Background: an optimization exercise with open tools, aiming at small area and few clock cycles per item. Do not read the settings as production practice. The RTL was checked by simulation tests, not by an equivalence proof against the original design.

## flow/design.v (module list and top-level ports; edited modules follow where they fit)
// module fpmul_decode: 27 lines
// module fpmul_execute: 11 lines
// module fpmul_mul24: 1594 lines
// module fpmul_bsel: 12 lines
// module fpmul_bmag: 3 lines
// module fpmul_bneg: 3 lines
// module fpmul_fa: 4 lines
// module fpmul_gnode: 3 lines
// module fpmul_x2: 3 lines
// module fpmul_ha: 4 lines
// module fpmul_result: 58 lines
// module fpmul_credit_queue: 45 lines
// module fpmul_top: 114 lines
module fpmul_top (
	input  logic              clk,
	input  logic              rst,
	input  logic              in_valid,
	input  logic [31:0]       a,
	input  logic [31:0]       b,
	input  logic              out_credit,
	output logic              in_credit,
	output logic              out_valid,
	output logic [31:0]       z,
	output logic [FLAG_W-1:0] flags
);
  // ...
==> flow/flow/run.sh <==
#!/bin/bash
# The standard layout, except that the port buffers are the smallest buffer
# cell instead of the flow's default choice. Every port still gets one.
set -e
export BUFFER_PORTS_ARGS="-buffer_cell sky130_fd_sc_hd__buf_1"
bash standard.sh > standard.log 2>&1
==> flow/standard.sh <==
#!/bin/bash
# synth_recipe.tcl (not shown) runs the flow's synth.tcl, then flattens the netlist and writes it again
# the make line also repeats each setting of config.mk as NAME=value (left out here)
make -C /OpenROAD-flow-scripts/flow DESIGN_CONFIG=/design/flow/config.mk WORK_HOME=/design/flow/orfs CLKGATE_MAP_FILE= SYNTH_SCRIPT=/design/flow/synth_recipe.tcl "${@:-finish}"
==> flow/config.mk <==
export PLATFORM = sky130hd
export DESIGN_NAME = fpmul_top
export DESIGN_NICKNAME = fpmul_top
export VERILOG_FILES = /design/flow/design.v
export SDC_FILE = /design/flow/constraint.sdc
export NUM_CORES = 4
export LEC_CHECK = 0
export CAP_MARGIN = 20
export CORE_MARGIN = 2
export CORE_UTILIZATION = 60
export CTS_BUF_LIST = sky130_fd_sc_hd__clkbuf_8
export CTS_CLUSTER_DIAMETER = 60
export CTS_CLUSTER_SIZE = 18
export PLACE_DENSITY = 0.7
export SLEW_MARGIN = 20
export SYNTH_HIERARCHICAL = 1
export SYNTH_MINIMUM_KEEP_SIZE = 0
==> flow/constraint.sdc <==
create_clock -name core_clock -period 9.0 [get_ports {clk}]
set_input_delay 1.8000 -clock core_clock [delete_from_list [all_inputs] [get_ports {clk}]]
set_output_delay 1.8000 -clock core_clock [all_outputs]
set_load 0.01 [all_outputs]
==> summary.txt, run 1 <==
Route
  – Vias per cell: 6.45
  – DRT met1 WL: 29,300 um
  – Met3 WL: 6340 um
  – 1st-iter DRT viols: 2,106

Layout
  – Multi-input gate share of total cell area: 57.6%
  – Most frequent cells in the layout: 317 x xor2_1, 299 x edfxtp_1, 264 x a22o_1
  – # fillers: 3,403

STA
  – Final worst-path setup slack: 0.505 ns
  – Final-report setup violation count: 0
  – Skew final: 0.0557 ns
  – Fmax achieved: 118 MHz
  – Setup TNS: 0 ns

Critical path
  – Worst setup path class: reg -> reg
  – Slowest cell on the critical path: edfxtp_1
  – Crit path buf inv count: 2
  – Largest stage delay, worst path: 0.64 ns
  – Required @ worst endpoint: 9.27 ns

Run status
  – Outcome: complete, no violations

GRT
  – Initial antenna violation count: 0
  – GR peak layer: met2
  – Gr ovfl total: 0

Placed design
  – I/O Buffers: 105
  – Placed cell areas: 28,100 sq um

Synth
  – Syn_nets: 2,598

Clocking
  – Worst-Skew Late Latency: 0.64 ns
  – Clock slew at reported path FFs: 0.12 ns

Floorplan
  – Row cnt: 77
  – Die area: 46,200 sq um

Hold path
  – HP Class: reg -> reg
Testbench counts, summed over its fixed seeds: cycles 4,808, items 4,800.
==> run 2, diff against run 1 <==
--- a/flow/config.mk
+++ b/flow/config.mk
@@ -9,8 +9,8 @@
 export CORE_MARGIN = 2
 export CORE_UTILIZATION = 60
 export CTS_BUF_LIST = sky130_fd_sc_hd__clkbuf_8
-export CTS_CLUSTER_DIAMETER = 60
-export CTS_CLUSTER_SIZE = 18
+export CTS_CLUSTER_DIAMETER = 50
+export CTS_CLUSTER_SIZE = 15
 export PLACE_DENSITY = 0.7
 export SLEW_MARGIN = 20
 export SYNTH_HIERARCHICAL = 1
==> summary.txt, run 2 <==
Layout
  – Post-Layout Cell Count: 2,944
  – Most common cell after layout, fill and taps aside: xor2_1
  – Top reg by flops: mem
  – Regs by FF count: mem x238, frac_a x23, frac_b x23
  – Nets@finish: 2,770
  – Ant. Diodes: 0
  – Most frequent cells in the layout: 317 x xor2_1, 299 x edfxtp_1, 264 x a22o_1
  – Max FFs per register: 238
  – Layout cell share with drive strength beyond 1: 8.08%
  – Area Growth Syn to Fin: 8.20%

Route
  – TritonRoute pass-1 iters: 6
  – 1st-iter DRT viols: 1,961 (-6.9%)
  – Post-route ant nets: 0
  – WL per Instance: 25.1 um
  – Vias post-DR: 19,100
  – WL final: 73,900 um
  – Vias per cell: 6.50 (+0.75%)
  – Post-route DRC: 0

Floorplan
  – Row cnt: 77 (unchanged)
  – Die Y: 215 um
  – Die Wd: 215 um
  – CORE AREA: 44,000 sq um
  – IO Count: 106
  – Die area: 46,200 sq um (unchanged)
  – Initial core utilization: 60.6%

Critical path
  – Worst-path fanout max: 19
  – R2R depth: 27
  – Critical Path Sink Type: flop
  – R2r setup slk: 0.50 ns
  – Largest stage delay, worst path: 0.57 ns (-0.07 ns)
  – Worst r2r src: frac_b[5]
  – CP Capture Point: mem[33]
  – Crit-path leading delay family: compound AO/OA/AOI/OAI gates
  – Slowest cell on the critical path: fa_1
  – Crit path buf inv count: 2 (unchanged)
  – CP arrival: 8.73 ns
  – CP Depth: 27
  – Required @ worst endpoint: 9.24 ns (-0.03 ns)
  – CP startpoint kind: flop
  – Origin of the worst setup path: frac_b[5]
  – Worst setup path class: reg -> reg
  – Cell repeated most along the worst path: a21o_1
  – R2R Path End: mem[33]

Hold path
  – HP Class: reg -> reg

STA
  – Skew final: 0.0591 ns (+0.00341 ns)
  – Final worst-path cycle share: 94.4%
  – Least-Margin Pin Slew: 1.11 ns
  – Slew Viols, Final: 0
  – Fmax achieved: 118 MHz (about the same)
  – Rel. slew slack: 25.2%
  – Final Hold Viols: 0
  – Final-report setup violation count: 0 (unchanged)
  – Setup TNS: 0 ns (unchanged)
  – Unrepaired setup endpoints after global routing: false
  – Period minus WS final: 8.50 ns

Clocking
  – Htree depth: 2
  – Worst-Skew Late Latency: 0.61 ns (-0.03 ns)
  – TritonCTS buffer count: 35
  – Clock buffer depth: 3
  – Root buffer cell: clkbuf_8
  – Clock slew at reported path FFs: 0.08 ns (-0.04 ns)
  – CTS tree: yes
  – CTS sink cnt: 320

Run status
  – Outcome: complete, no violations

Synth
  – Post-Syn Instances: 2,162
  – Syn_area_per_cell: 12.3 sq um
  – Warnings from Yosys: 9
  – Syn_nets: 2,598 (unchanged)
  – Post-synthesis cell area: 26,700 sq um

GRT
  – Initial antenna violation count: 0 (unchanged)
  – Gr ovfl total: 0 (unchanged)
  – First-pass GRT wire length: 115,000 um
  – Vias in the first global route: 19,600
  – Total Routing Usage GR: 32.4%
  – Largest net degree at the start of global routing: 63

Flow run
  – Max-cap check violation count: 0

Placed design
  – GPL Wtd Cong: 0.937
  – DP HPWL: 51,300 um
  – Placed Cells: 2,881
  – I/O Buffers: 105 (unchanged)
[run 2: layout make-up]
class	count	area [sq um]
Sequential cell	320	9400
Clock inverter	20	215
Multi-Input combinational cell	1676	16500
Tap cell	592	741
Timing Repair Buffer	205	1140
Clock buffer	35	482
Inverter	96	365
Fill cell	3377	15200
[run 2: how the worst min path moves through the flow]
stage	start	end	slack, ns	cells past startpoint
after floorplan	wr_oh[6]	wr_oh[6]	0.43	2
after detailed placement	wr_oh[3]	wr_oh[3]	0.45	2
after CTS	wr_oh[3]	wr_oh[3]	0.46	2
after global placement	wr_oh[1]	wr_oh[1]	0.44	2
after global routing	wr_oh[0]	wr_oh[0]	0.48	1
final	wr_oh[3]	wr_oh[3]	0.46	2
[run 2: stage by stage]
| stage | setup WS [ns] | utilization (%) | cell area, sq um | hold WS, ns |
|---|---|---|---|---|
| finish | 0.503 | 65.5 | 28900 | 0.457 |
| global route | 0.0654 | 65.5 | 28900 | 0.481 |
| CTS | 0.295 | 65.4 | 28800 | 0.459 |
| detailed placement | 0.293 | 63.8 | 28100 | 0.449 |
| global placement | 0.247 | 63.8 | 28100 | 0.443 |
| floorplan | 0.0580 | - | 26700 | 0.432 |
[run 2: per-layer routing]
| layer | track usage [%] | vias up | routed length, um |
|---|---|---|---|
| met5 | 0 | - | 0 |
| met4 | 13.8 | 0 | 3070 |
| met3 | 5.77 | 142 | 6150 |
| met2 | 52.9 | 914 | 35000 |
| met1 | 43.0 | 9631 | 29600 |
| li1 | - | 8444 | - |
[run 2: what timing repair did]
action / 4_1_cts / 5_1_grt
resized for setup: 0 / 2
hold buffers: 0 / 0
buffers inserted: 0 / 8
setup endpoints to repair: 0 / 14
[run 2: worst register-to-register path: cells and delay by family (launching register included)]
| kind | cells | cell delay (ns) |
|---|---|---|
| compound gates | 13 | 2.96 |
| xor+xnor | 2 | 0.47 |
| fa+ha+maj | 6 | 2.77 |
| buf+inv | 2 | 0.56 |
| flops | 1 | 0.54 |
| simple gates | 4 | 0.89 |
==> run 3, diff against run 2 <==
--- a/flow/config.mk
+++ b/flow/config.mk
@@ -7,11 +7,11 @@
 export LEC_CHECK = 0
 export CAP_MARGIN = 20
 export CORE_MARGIN = 2
-export CORE_UTILIZATION = 60
+export CORE_UTILIZATION = 70
 export CTS_BUF_LIST = sky130_fd_sc_hd__clkbuf_8
 export CTS_CLUSTER_DIAMETER = 50
-export CTS_CLUSTER_SIZE = 15
-export PLACE_DENSITY = 0.7
+export CTS_CLUSTER_SIZE = 16
+export PLACE_DENSITY = 0.85
 export SLEW_MARGIN = 20
 export SYNTH_HIERARCHICAL = 1
 export SYNTH_MINIMUM_KEEP_SIZE = 0
==> summary.txt, run 3 <==
Critical path
  – R2R depth: 27 (unchanged)
  – CP arrival: 8.95 ns (+0.22 ns)
  – R2r setup slk: 0.32 ns (-0.19 ns)
  – CP Capture Point: mem[169]
  – Worst r2r src: frac_b[13]
  – Origin of the worst setup path: frac_b[13]
  – Critical Path Sink Type: flop
  – R2R Path End: mem[169]
  – Worst-path fanout max: 22 (+3)
  – Worst setup path class: reg -> reg
  – Required @ worst endpoint: 9.26 ns (+0.02 ns)
  – CP startpoint kind: flop

Clocking
  – CTS tree: yes
  – Root buffer cell: clkbuf_8
  – CTS sink cnt: 320 (unchanged)
  – Post-CTS Setup Bufs: 0 (unchanged)
  – TritonCTS buffer count: 34 (-2.9%)
  – Clock slew at reported path FFs: 0.09 ns (about the same)
  – Clock buffer depth: 3 (unchanged)
  – Worst-Skew Late Latency: 0.61 ns (about the same)
  – Htree depth: 2 (unchanged)

Layout
  – Most frequent cells in the layout: 317 x xor2_1, 299 x edfxtp_1, 264 x a22o_1
  – Max FFs per register: 238 (unchanged)
  – Layout cell share with drive strength beyond 1: 7.43% (-0.65 points)
  – Area Growth Syn to Fin: 7.60%
  – Most common cell after layout, fill and taps aside: xor2_1
  – Final Core Density: 76.4% (+11 points)
  – Top reg by flops: mem
  – # fillers: 2,388 (-29%)
  – Nets@finish: 2,754 (-0.58%)
  – Ant. Diodes: 0 (unchanged)
  – Regs by FF count: mem x238, frac_a x23, frac_b x23

STA
  – Least-Margin Pin Slew: 1.07 ns (-0.0378 ns)
  – Unrepaired setup endpoints after global routing: false
  – Rel. slew slack: 28.4% (+3.2 points)
  – Period minus WS final: 8.68 ns (+0.188 ns)
  – Skew final: 0.0271 ns (-0.0320 ns)
  – Final worst-path cycle share: 96.5% (+2.1 points)
  – Fmax achieved: 115 MHz (-2.2%)
  – Setup TNS: 0 ns (unchanged)
  – Final-report setup violation count: 0 (unchanged)
  – Slew Viols, Final: 0 (unchanged)
  – Final Hold Viols: 0 (unchanged)

Synth
  – Post-synthesis cell area: 26,700 sq um (unchanged)
  – Syn_nets: 2,598 (unchanged)
  – Syn_area_per_cell: 12.3 sq um (unchanged)
  – Warnings from Yosys: 9 (unchanged)
  – Post-Syn Instances: 2,162 (unchanged)

GRT
  – Largest net degree at the start of global routing: 63 (unchanged)
  – First-pass GRT wire length: 115,000 um (-0.16%)
  – Gr ovfl total: 0 (unchanged)
  – Initial antenna violation count: 0 (unchanged)
  – Total Routing Usage GR: 38.4% (+6.0 points)
  – Vias in the first global route: 20,700 (+5.8%)

Route
  – Vias post-DR: 19,900 (+3.9%)
  – Vias per cell: 6.97 (+7.2%)
  – Post-route DRC: 0 (unchanged)
  – WL per Instance: 25.8 um (+2.8%)
  – TritonRoute pass-1 iters: 7 (+1)
  – WL final: 73,600 um (-0.45%)
  – Post-route ant nets: 0 (unchanged)
  – 1st-iter DRT viols: 2,398 (+22%)

Run status
  – Outcome: complete, no violations

Floorplan
  – Initial core utilization: 71.0% (+10 points)
  – Row cnt: 71 (-7.8%)
  – Die Wd: 199 um (-7.3%)
  – CORE AREA: 37,600 sq um (-15%)
  – IO Count: 106 (unchanged)
  – Die area: 39,700 sq um (-14%)
  – Die Y: 199 um (-7.3%)

Placed design
  – DP HPWL: 50,800 um (-1.1%)
  – I/O Buffers: 105 (unchanged)
  – GPL Wtd Cong: 1.03 (+9.7%)

Hold path
  – HP Class: reg -> reg

Flow run
  – Max-cap check violation count: 0 (unchanged)
-- run 3: metal layers --
metal | wire length (um) | global-route usage, % | share of wire, %
met1 | 26000 | 48.1 | 35
met2 | 35200 | 62.9 | 48
met4 | 4290 | 22.2 | 5.8
met3 | 8070 | 7.48 | 11
met5 | 0 | 0 | 0
-- run 3: worst min path at each step --
stage	from	to	slack, ns	cells past startpoint
finish	wr_oh[6]	wr_oh[6]	0.46	2
floorplan	wr_oh[6]	wr_oh[6]	0.43	2
global route	wr_oh[1]	wr_oh[1]	0.48	2
CTS	wr_oh[6]	wr_oh[6]	0.46	2
detailed placement	wr_oh[6]	wr_oh[6]	0.45	2
global placement	wr_oh[6]	wr_oh[6]	0.44	2
-- run 3: cell type report --
class	instances	area (sq um)	share of cell area, %
Clock buffer	34	468	1.63
Clock inverter	25	282	0.981
Inverter	96	365	1.27
Multi-Input combinational cell	1676	16500	57.5
Sequential cell	320	9400	32.7
Tap cell	511	639	2.23
Timing Repair Buffer	190	1030	3.60
-- run 3: timing repair --
item	CTS	global route
hold buffers	0	0
gates resized for setup	0	3
setup endpoints to repair	0	21
-- run 3: per-stage QoR --
step                      cells  hold WS (ns)  instance area (sq um)  setup WS, ns
after floorplan            2162         0.432                  26700        0.0580
after global placement     2793         0.439                  27900         0.572
after detailed placement   2793         0.449                  27900         0.445
after CTS                  2852         0.462                  28700         0.372
after global routing       2852         0.483                  28700        0.0318
final                      2852         0.460                  28700         0.315
-- run 3: worst max-delay path, stage by stage (launching register included) --
cell	delay [ns]
edfxtp_1	0.58
inv_1	0.24
nand3_1	0.11
o21ai_1	0.09
buf_4	0.30
a22o_1	0.19
xor2_1	0.23
fa_1	0.51
fa_1	0.50
fa_1	0.42
fa_1	0.55
fa_1	0.42
ha_1	0.34
a21o_1	0.21
a21o_1	0.17
a21o_1	0.17
a21o_1	0.15
a21o_1	0.27
a21o_1	0.26
a21o_1	0.21
a21o_1	0.19
a21o_1	0.22
xor2_4	0.41
and4_2	0.36
nand3_1	0.16
and3b_1	0.23
o311ai_0	0.45
a41oi_1	0.38

separate check: timing with driven ports:
The flow's constraints put no driver on any port. The routed layouts listed below were extracted and timed again, unchanged, in two steps. Step 1, drivers: a clkbuf_16 drives clk and a buf_2 each remaining input, both assumed. Step 2 times the ports against the registers' clock, not the clock port: input delays grow and output delays shrink by t, the midpoint of the rising clock arrivals with the driver on. Slacks: no drivers / after step 1 / after step 2; pairs: no drivers / after step 1.
run | t (ns) | setup slack, ns | hold slack, ns | pins driven straight from the clock port
run 1 | 0.657 | 0.505 / 0.505 / 0.505 | 0.462 / 0.462 / 0.462 | 1
run 2 | 0.625 | 0.503 / 0.503 / 0.503 | 0.457 / 0.457 / 0.457 | 1
run 3 | 0.657 | 0.315 / 0.315 / 0.315 | 0.460 / 0.460 / 0.460 | 1
After both steps every run listed still meets setup and hold.
